Source: an optimization exercise on an open RTL-to-GDS flow (aim: a short achievable clock period and few clock cycles). Production flows keep margins and buffers that such runs may drop.
Function was checked by simulation only, so behaviour that the tests miss may differ from the original.
In every run shown here, the design's own scripts or RTL, not TritonCTS, make the clock network.
The clock input has no modelled driver; a real chip could not lean on it and would need a root buffer or a full tree.

==> flow/design.v, too long to show whole: its modules and the start of the top module <==
// module lsp_booth_pp: 144 lines
// module lsp_booth_sel: 144 lines
// module lsp_dadda_mac: 924 lines
// module lsp_dadda32: 519 lines
// module lsp_prev_engine: 220 lines
module lsp_prev_engine
#(
  parameter int M      = 10,
  parameter int NP     = 4,
  parameter int SHIFT  = 3,
  parameter int ADDR_W = 11,
  parameter int DATA_W = 32
) (
  input  logic              clk,
  input  logic              reset,
  input  logic              start,
  input  logic              mode,
  input  logic [ADDR_W-1:0] x_base,
  input  logic [ADDR_W-1:0] g_base,
  input  logic [ADDR_W-1:0] fp_base,
  input  logic [ADDR_W-1:0] fg_base,
  input  logic [ADDR_W-1:0] out_base,
  input  logic [DATA_W-1:0] readIn,
  output logic [ADDR_W-1:0] readAddr,
  output logic [ADDR_W-1:0] writeAddr,
  output logic [DATA_W-1:0] writeOut,
  output logic              writeEn,
  output logic              busy,
  output logic              done
);
  // ...
==> flow/flow/run.sh <==
#!/bin/bash
# The standard layout (standard.sh), with:
#  - repair_timing aiming for a large setup margin (the SDC and its clock
#    period are unchanged) and resizing not limited to the same footprint;
set -euo pipefail
bash standard.sh SETUP_SLACK_MARGIN=9.6 MATCH_CELL_FOOTPRINT=0 \
  PRE_CTS_TCL="$PWD/flow/cts_tree.tcl" finish > flow_make.log 2>&1
==> flow/flow/cts_tree.tcl <==
# PRE_CTS hook: replaces clock_tree_synthesis with a two-level clock tree.
# The clock port drives up to four root clkbuf_16 (its fanout limit), each
# at the centre of the leaf buffers it drives: one leaf clkbuf_16 per
# cluster of nearby registers
# (k-means on the placed register positions); each leaf drives its cluster.
# Every register gets the same two buffers on its clock path.

proc my_two_level_tree { args } {
  set per_leaf 24
  if { [info exists ::env(TREE_SINKS_PER_LEAF)] } {
    set per_leaf $::env(TREE_SINKS_PER_LEAF)
  }
  set db [ord::get_db]
  set block [ord::get_db_block]
  set clknet [$block findNet clk]
  set master [$db findMaster sky130_fd_sc_hd__clkbuf_16]

  # registers' clock pins and their positions
  set sinks {}
  foreach it [$clknet getITerms] {
    set inst [$it getInst]
    set bb [$inst getBBox]
    set x [expr {([$bb xMin] + [$bb xMax]) / 2.0}]
    set y [expr {([$bb yMin] + [$bb yMax]) / 2.0}]
    lappend sinks [list $it $x $y]
  }
  set n [llength $sinks]
  set k [expr {max(1, int(ceil(double($n) / $per_leaf)))}]
  puts "tree: $n sinks, $k leaf buffers"

  # k-means, seeded by sorting on x then y in strips
  set sorted [lsort -real -index 1 $sinks]
  set cx {}; set cy {}
  for {set c 0} {$c < $k} {incr c} {
    set s [lindex $sorted [expr {int(($c + 0.5) * $n / $k)}]]
    lappend cx [lindex $s 1]; lappend cy [lindex $s 2]
  }
  set assign [lrepeat $n 0]
  for {set iter 0} {$iter < 40} {incr iter} {
    # balanced assignment: each cluster takes at most cap sinks
    set cap [expr {int(ceil(double($n) / $k)) + 2}]
    set cnt [lrepeat $k 0]
    set pairs {}
    for {set i 0} {$i < $n} {incr i} {
      set s [lindex $sinks $i]
      set x [lindex $s 1]; set y [lindex $s 2]
      set d {}
      for {set c 0} {$c < $k} {incr c} {
        lappend d [list $c [expr {abs($x - [lindex $cx $c]) + abs($y - [lindex $cy $c])}]]
      }
      set d [lsort -real -index 1 $d]
      # regret: how much worse the second choice is
      set reg [expr {[llength $d] > 1 ? [lindex $d 1 1] - [lindex $d 0 1] : 0}]
      lappend pairs [list $i $reg $d]
    }
    set pairs [lsort -real -decreasing -index 1 $pairs]
    foreach p $pairs {
      set i [lindex $p 0]
      foreach cd [lindex $p 2] {
        set c [lindex $cd 0]
        if {[lindex $cnt $c] < $cap} {
          lset assign $i $c
          lset cnt $c [expr {[lindex $cnt $c] + 1}]
          break
        }
      }
    }
    set sx [lrepeat $k 0.0]; set sy [lrepeat $k 0.0]
    for {set i 0} {$i < $n} {incr i} {
      set c [lindex $assign $i]
      set s [lindex $sinks $i]
      lset sx $c [expr {[lindex $sx $c] + [lindex $s 1]}]
      lset sy $c [expr {[lindex $sy $c] + [lindex $s 2]}]
    }
    for {set c 0} {$c < $k} {incr c} {
      if {[lindex $cnt $c] > 0} {
        lset cx $c [expr {[lindex $sx $c] / [lindex $cnt $c]}]
        lset cy $c [expr {[lindex $sy $c] / [lindex $cnt $c]}]
      }
    }
  }

  set nr [expr {min(4, $k)}]
  set lsorted {}
  for {set c 0} {$c < $k} {incr c} {
    lappend lsorted [list $c [lindex $cx $c] [lindex $cy $c]]
  }
  set lsorted [lsort -real -index 1 $lsorted]
  set rx {}; set ry {}
  for {set r 0} {$r < $nr} {incr r} {
    set s [lindex $lsorted [expr {int(($r + 0.5) * $k / $nr)}]]
    lappend rx [lindex $s 1]; lappend ry [lindex $s 2]
  }
  set lgrp [lrepeat $k 0]
  for {set iter 0} {$iter < 40} {incr iter} {
    set rcap [expr {int(ceil(double($k) / $nr)) + 1}]
    set rcnt [lrepeat $nr 0]
    set pairs {}
    for {set c 0} {$c < $k} {incr c} {
      set d {}
      for {set r 0} {$r < $nr} {incr r} {
        lappend d [list $r [expr {abs([lindex $cx $c] - [lindex $rx $r]) + abs([lindex $cy $c] - [lindex $ry $r])}]]
      }
      set d [lsort -real -index 1 $d]
      set reg [expr {[llength $d] > 1 ? [lindex $d 1 1] - [lindex $d 0 1] : 0}]
      lappend pairs [list $c $reg $d]
    }
    set pairs [lsort -real -decreasing -index 1 $pairs]
    foreach p $pairs {
      set c [lindex $p 0]
      foreach rd [lindex $p 2] {
        set r [lindex $rd 0]
        if {[lindex $rcnt $r] < $rcap} {
          lset lgrp $c $r
          lset rcnt $r [expr {[lindex $rcnt $r] + 1}]
          break
        }
      }
    }
    set sx [lrepeat $nr 0.0]; set sy [lrepeat $nr 0.0]
    for {set c 0} {$c < $k} {incr c} {
      set r [lindex $lgrp $c]
      lset sx $r [expr {[lindex $sx $r] + [lindex $cx $c]}]
      lset sy $r [expr {[lindex $sy $r] + [lindex $cy $c]}]
    }
    for {set r 0} {$r < $nr} {incr r} {
      if {[lindex $rcnt $r] > 0} {
        lset rx $r [expr {[lindex $sx $r] / [lindex $rcnt $r]}]
        lset ry $r [expr {[lindex $sy $r] / [lindex $rcnt $r]}]
      }
    }
  }
  set rootnets {}
  for {set r 0} {$r < $nr} {incr r} {
    set root [odb::dbInst_create $block $master clkbuf_root_$r]
    $root setLocation [expr {int([lindex $rx $r])}] [expr {int([lindex $ry $r])}]
    $root setPlacementStatus PLACED
    set rootnet [odb::dbNet_create $block clknet_root_$r]
    $rootnet setSigType CLOCK
    [$root findITerm A] connect $clknet
    [$root findITerm X] connect $rootnet
    lappend rootnets $rootnet
  }

  set leafnets {}
  for {set c 0} {$c < $k} {incr c} {
    set b [odb::dbInst_create $block $master clkbuf_leaf_$c]
    $b setLocation [expr {int([lindex $cx $c])}] [expr {int([lindex $cy $c])}]
    $b setPlacementStatus PLACED
    set net [odb::dbNet_create $block clknet_leaf_$c]
    $net setSigType CLOCK
    [$b findITerm A] connect [lindex $rootnets [lindex $lgrp $c]]
    [$b findITerm X] connect $net
    lappend leafnets $net
  }
  puts "tree: leaves per root $rcnt"
  for {set i 0} {$i < $n} {incr i} {
    set it [lindex [lindex $sinks $i] 0]
    $it disconnect
    $it connect [lindex $leafnets [lindex $assign $i]]
  }
  puts "tree: cluster sizes $cnt"
}

rename clock_tree_synthesis my_orig_clock_tree_synthesis
proc clock_tree_synthesis { args } {
  my_two_level_tree
}
==> flow/standard.sh <==
#!/bin/bash
# synth_recipe.tcl (not shown) runs the flow's synth.tcl, then flattens the netlist and writes it again
# the make line also repeats each setting of config.mk as NAME=value (left out here)
make -C /OpenROAD-flow-scripts/flow DESIGN_CONFIG=/design/flow/config.mk WORK_HOME=/design/flow/orfs CLKGATE_MAP_FILE= SYNTH_SCRIPT=/design/flow/synth_recipe.tcl "${@:-finish}"
==> flow/config.mk <==
export PLATFORM = sky130hd
export DESIGN_NAME = lsp_prev_engine
export DESIGN_NICKNAME = lsp_prev_engine
export VERILOG_FILES = /design/flow/design.v
export SDC_FILE = /design/flow/constraint.sdc
export NUM_CORES = 4
export LEC_CHECK = 0
export ABC_CLOCK_PERIOD_IN_PS = 1500
export CAP_MARGIN = 20
export CORE_MARGIN = 2
export CORE_UTILIZATION = 55
export SLEW_MARGIN = 20
==> flow/constraint.sdc <==
create_clock -name core_clock -period 13.0 [get_ports {clk}]
set_input_delay 2.6000 -clock core_clock [delete_from_list [all_inputs] [get_ports {clk}]]
set_output_delay 2.6000 -clock core_clock [all_outputs]
set_load 0.01 [all_outputs]
==> flow_summary.rst, run 1 <==
.. list-table::
   :header-rows: 1

   * - Metric
     - Value
   * - Cell chain of the critical path
     - buf_6
   * - Non-Clock Inverter Count
     - about 240
   * - Maximum clock frequency
     - 285.6 MHz
   * - Overall die area
     - 0.05357 mm2
   * - WL final
     - approximately 76,000 um
   * - Primary FF master, synth
     - sky130_fd_sc_hd__dfxtp_1
   * - Critical Path Fanout Max
     - 7
   * - Global-route layer with the greatest usage
     - met2
   * - Fraction of registers with async set/reset
     - 0%
   * - Sequential cell count
     - 513
   * - Area share of the leading cell type in the synthesized netlist
     - about 32%
   * - Fraction of final layout cells with drive strength greater than 1
     - 14.73%
   * - Met2 routed WL
     - 36,620 um
   * - Outcome
     - timing/DRC/antenna clean
   * - Final design utilization
     - a little over three fifths
   * - Hold WC Path Type
     - reg -> reg
   * - Number of enable flip-flop cells after synthesis
     - between 50 and 60
   * - First-pass GRT wire length
     - 118,200 um
   * - Leading cell type in the layout, fill and taps excluded
     - sky130_fd_sc_hd__dfxtp_1
   * - Multi-input combinational cell count
     - 1,802
   * - Count of cell types in the netlist
     - 85
   * - Fin. max-slew vios
     - 0
   * - Uppermost metal layer occupied by signal nets
     - met4
   * - Synth Cell Area
     - 0.02846 mm2
   * - Final TNS setup
     - 0 ns
   * - Fraction of area in registers
     - roughly a third
   * - Hold Buf Count CTS
     - 0
   * - Shortest period the worst path allows
     - 3.501 ns
   * - Die height
     - roughly 230 um
   * - Number of nets with antenna violations after detailed routing
     - 0
   * - Simple-gate portion of the synthesized area
     - under 10%
   * - Final worst hold slack
     - approximately 0.33 ns
   * - # Post-CTS Setup Buffers
     - 39
   * - Sequential Area
     - approximately 0.011 mm2
Testbench counts, summed over its fixed seeds: cycles 20,262.
==> inputs of run 2 (changes only) <==
--- a/flow/config.mk
+++ b/flow/config.mk
@@ -6,5 +6,5 @@
 export NUM_CORES = 4
 export LEC_CHECK = 0
-export ABC_CLOCK_PERIOD_IN_PS = 1500
+export ABC_CLOCK_PERIOD_IN_PS = 3000
 export CAP_MARGIN = 20
 export CORE_MARGIN = 2
==> run 2 against run 1 <==
Compared with the run above:
- die area stayed put
- critical endpoint unchanged
- area after synthesis stayed put
- fmax stayed put
- hold slack stayed put
- design area stayed put
==> flow_summary.rst, run 2 <==
.. list-table::
   :header-rows: 1

   * - Metric
     - Value
   * - Outcome
     - timing/DRC/antenna clean
   * - Fraction of registers with async set/reset
     - 0% (unchanged)
   * - Reg2Reg Setup Slack
     - 9.61 ns
   * - Final Cycle Share
     - a little over a quarter
   * - Startpoint type of the worst setup path
     - register
   * - Die Span X
     - ~230 um
   * - Headroom to the max-slew limit
     - 27.26%
   * - Capture instance of the worst register-to-register path
     - r_ts[15]
   * - Leading cell type in the layout, fill and taps excluded
     - sky130_fd_sc_hd__dfxtp_1
   * - Met1 wire length
     - 32,300 um
   * - Net Count, Synth
     - 3,190
   * - Actual slew at the worst max-slew pin
     - 1.090 ns
   * - Slowest cell delay on critical path
     - between 0.4 and 0.5 ns
   * - Cell chain of the critical path
     - buf_6
   * - Number of stages on the worst hold path
     - 0
   * - Top library cells by usage in the layout, fill and taps aside
     - sky130_fd_sc_hd__dfxtp_1 (383), sky130_fd_sc_hd__inv_1 (231), sky130_fd_sc_hd__xor2_1 (191)
   * - Rows
     - 83
   * - Remaining Overflow, GRT
     - 0
   * - Number of logic stages on the critical path including buffering
     - 1
   * - Total global routing track utilization
     - 27.96%
   * - Initial DRT Pass Iterations
     - 6
   * - Maximum clock frequency
     - 285.6 MHz (unchanged)
   * - CORE AREA
     - 0.05120 mm2
   * - Post-synth top cells
     - sky130_fd_sc_hd__dfxtp_1 (457), sky130_fd_sc_hd__inv_1 (232), sky130_fd_sc_hd__fa_1 (194), sky130_fd_sc_hd__xor2_1 (194), sky130_fd_sc_hd__clkbuf_1 (187)
   * - Synth Cell Area
     - 0.02846 mm2 (unchanged)
   * - Maximum number of pins on one net before global-route repair
     - just under 90
   * - Final hold viol count
     - 0
   * - Most instantiated library cell after synthesis
     - sky130_fd_sc_hd__dfxtp_1
   * - Die height
     - 231.5 um (unchanged)
   * - Worst path arrival time
     - roughly 0.9 ns
   * - Crit Path Class
     - reg -> out
   * - Biggest regs
     - r_pp (136), r_tc (33), r_ts (33)
   * - Area share of the leading cell type in the synthesized netlist
     - 32.15% (unchanged)
   * - Cell type with the highest aggregate area in the netlist
     - sky130_fd_sc_hd__dfxtp_1
   * - Final clock skew
     - roughly 0.044 ns
   * - Most flops, register
     - r_pp
   * - Starting density of the core
     - 55.58%
   * - Setup repair after global routing missed its margin
     - true
   * - Clock transition at the registers of the reported paths
     - 0.09 ns
   * - Final TNS setup
     - 0 ns (unchanged)
   * - Start of the worst register-to-register path
     - r_ppneg[1]
   * - Proportion of synthesized chip area in sequential cells
     - 38.06%
   * - Dpl cells
     - 3,387
   * - Via count of the first global-routing pass
     - slightly above 20,000
   * - Cell family with the largest share of critical-path delay
     - flip-flops
   * - Number of nets with antenna violations after detailed routing
     - 0 (unchanged)
   * - Worst Hold Launch
     - r_negu[4]
   * - Top post-synthesis cells by area
     - sky130_fd_sc_hd__dfxtp_1 (32%), sky130_fd_sc_hd__fa_1 (14%), sky130_fd_sc_hd__xor2_1 (6.0%)
   * - Fraction of final layout cells with drive strength greater than 1
     - 14.73% (unchanged)
   * - CP bufs+invs
     - 1
   * - Final worst hold slack
     - 0.3282 ns (unchanged)
   * - Cells after synthesis
     - around 2,800
   * - Iter 0 DRT Violations
     - 1,580
   * - Required time of the worst setup path
     - 10.40 ns
   * - Overall die area
     - 0.05357 mm2 (unchanged)
   * - Final design utilization
     - 62.75% (unchanged)
   * - Shortest period the worst path allows
     - 3.501 ns (unchanged)
   * - Antenna cell count
     - 0
   * - Clock Latency Late Sink
     - 0.37 ns
   * - Uppermost metal layer occupied by signal nets
     - met4
   * - Max reg flops
     - 136
   * - Growth of design area from synthesis to finish
     - 12.90%
   * - Final HPWL DP
     - 51,230 um
   * - Synthesis Warnings
     - 1
   * - Max-capacitance violation count
     - 0
   * - Antenna violations before repair
     - 3
   * - First-pass GRT wire length
     - 118,200 um (unchanged)
   * - Endpoint of the worst setup timing path
     - busy
   * - Number of enable flip-flop cells after synthesis
     - 56 (unchanged)
   * - Net count reported at finish
     - 3,219
   * - Post-Synthesis Mean Instance Area
     - 10.22 um2
   * - Via/cell ratio
     - 5.814
   * - Ports
     - about 150
   * - Hold WC Path Type
     - reg -> reg
   * - Final routed DRC violation total
     - 0
   * - Depth of the worst register-to-register path
     - 9
   * - Total of flip-flops plus latches after synthesis
     - 513
   * - Hold Buf Count CTS
     - 0 (unchanged)
   * - WL final
     - 75,880 um (unchanged)
   * - Fin cells
     - 3,490
   * - Slowest stage cell, crit path
     - sky130_fd_sc_hd__dfxtp_4
   * - Met3 wire length
     - ~4200 um
   * - Primary FF master, synth
     - sky130_fd_sc_hd__dfxtp_1
   * - Critical Path Fanout Max
     - 7 (unchanged)
   * - Setup violations, final
     - 0
   * - Met2 routed WL
     - 36,620 um (unchanged)
   * - Worst Setup End Kind
     - primary output
   * - Worst setup path start
     - r_busy
   * - Weighted congestion reported at the end of routability-driven placement
     - 0.9480
   * - WL per Instance
     - 21.74 um
   * - Fin. max-slew vios
     - 0 (unchanged)
   * - Routed vias
     - 20,290
   * - Port Buffer Count
     - between 100 and 150
   * - Count of cell types in the netlist
     - 85 (unchanged)
-- run 2: cell counts in the layout (fill, tap and decap cells not counted) --
No cell type changed its count.
-- run 2: worst min path at each step --
stage	end	slack, ns
after CTS	r_ppneg[4]	0.31
after detailed placement	r_ppneg[4]	0.31
after floorplan	r_gneg[7]	0.31
after global routing	r_ppneg[1]	0.34
final	r_x[9]	0.33
after global placement	r_ppneg[3]	0.31
-- run 2: metrics by stage --
stage / setup slack (ns) / instance area [um2]
finish: 9.499 / 32130
global route: 9.458 / 32130
detailed placement: 8.559 / 29840
global placement: 8.590 / 29840
floorplan: 9.511 / 28490
CTS: 9.457 / 31700
-- run 2: layout make-up --
class / count / area [um2]
fill: 4222 / 19070
tap: 680 / 850.8
sequential: 513 / 10980
timing repair buffer: 234 / 2361
multi-input combinational: 1802 / 16410
inverter: 235 / 882.1
buffer: 26 / 650.6
-- run 2: what timing repair did --
action                     CTS  global route
resized for setup          295           254
pin swaps                   25            50
cloned                       8             0
setup endpoints to repair  418           127
setup buffers               39            30
-- run 2: kinds of logic after synthesis --
logic type / after synthesis / share of synthesized area, %
compound gates: 651 / 16.16
flops: 513 / 38.06
buf+inv: 468 / 6.578
simple gates: 419 / 7.110
xor+xnor: 379 / 11.67
fa+ha+maj: 321 / 19.19
mux: 32 / 1.236
-- run 2: metal layers --
layer,global-route usage (%),vias up
met3,3.260,157
li1,-,9384
met4,8.750,0
met1,37.00,10110
met2,47.89,644
met5,0,-

[afterwards: timing with drivers on the ports]
In the flow no input, the clock included, has a driving cell. The finished layouts below were timed again as built, in two steps.
Step 1 (the two cells are an assumption about what drives the block):
set clk [get_ports {clk}]
set_driving_cell -lib_cell sky130_fd_sc_hd__clkbuf_16 $clk
set_driving_cell -lib_cell sky130_fd_sc_hd__buf_2 [delete_from_list [all_inputs] $clk]
Step 2, shift: input delay + t, output delay - t, t = (earliest + latest rising clock arrival at the registers) / 2. This alone moves slack from input paths to output paths.
Three values: ideal, step 1, step 2; two values: the first two.
run | t, ns | slack for setup (ns) | latest minus earliest clock arrival (ns)
run 1 | 0.466 | 9.499 / 9.381 / 9.476 | 0.048 / 0.047
run 2 | 0.466 | 9.499 / 9.381 / 9.476 | 0.048 / 0.047
After both steps every run listed still meets setup and hold.
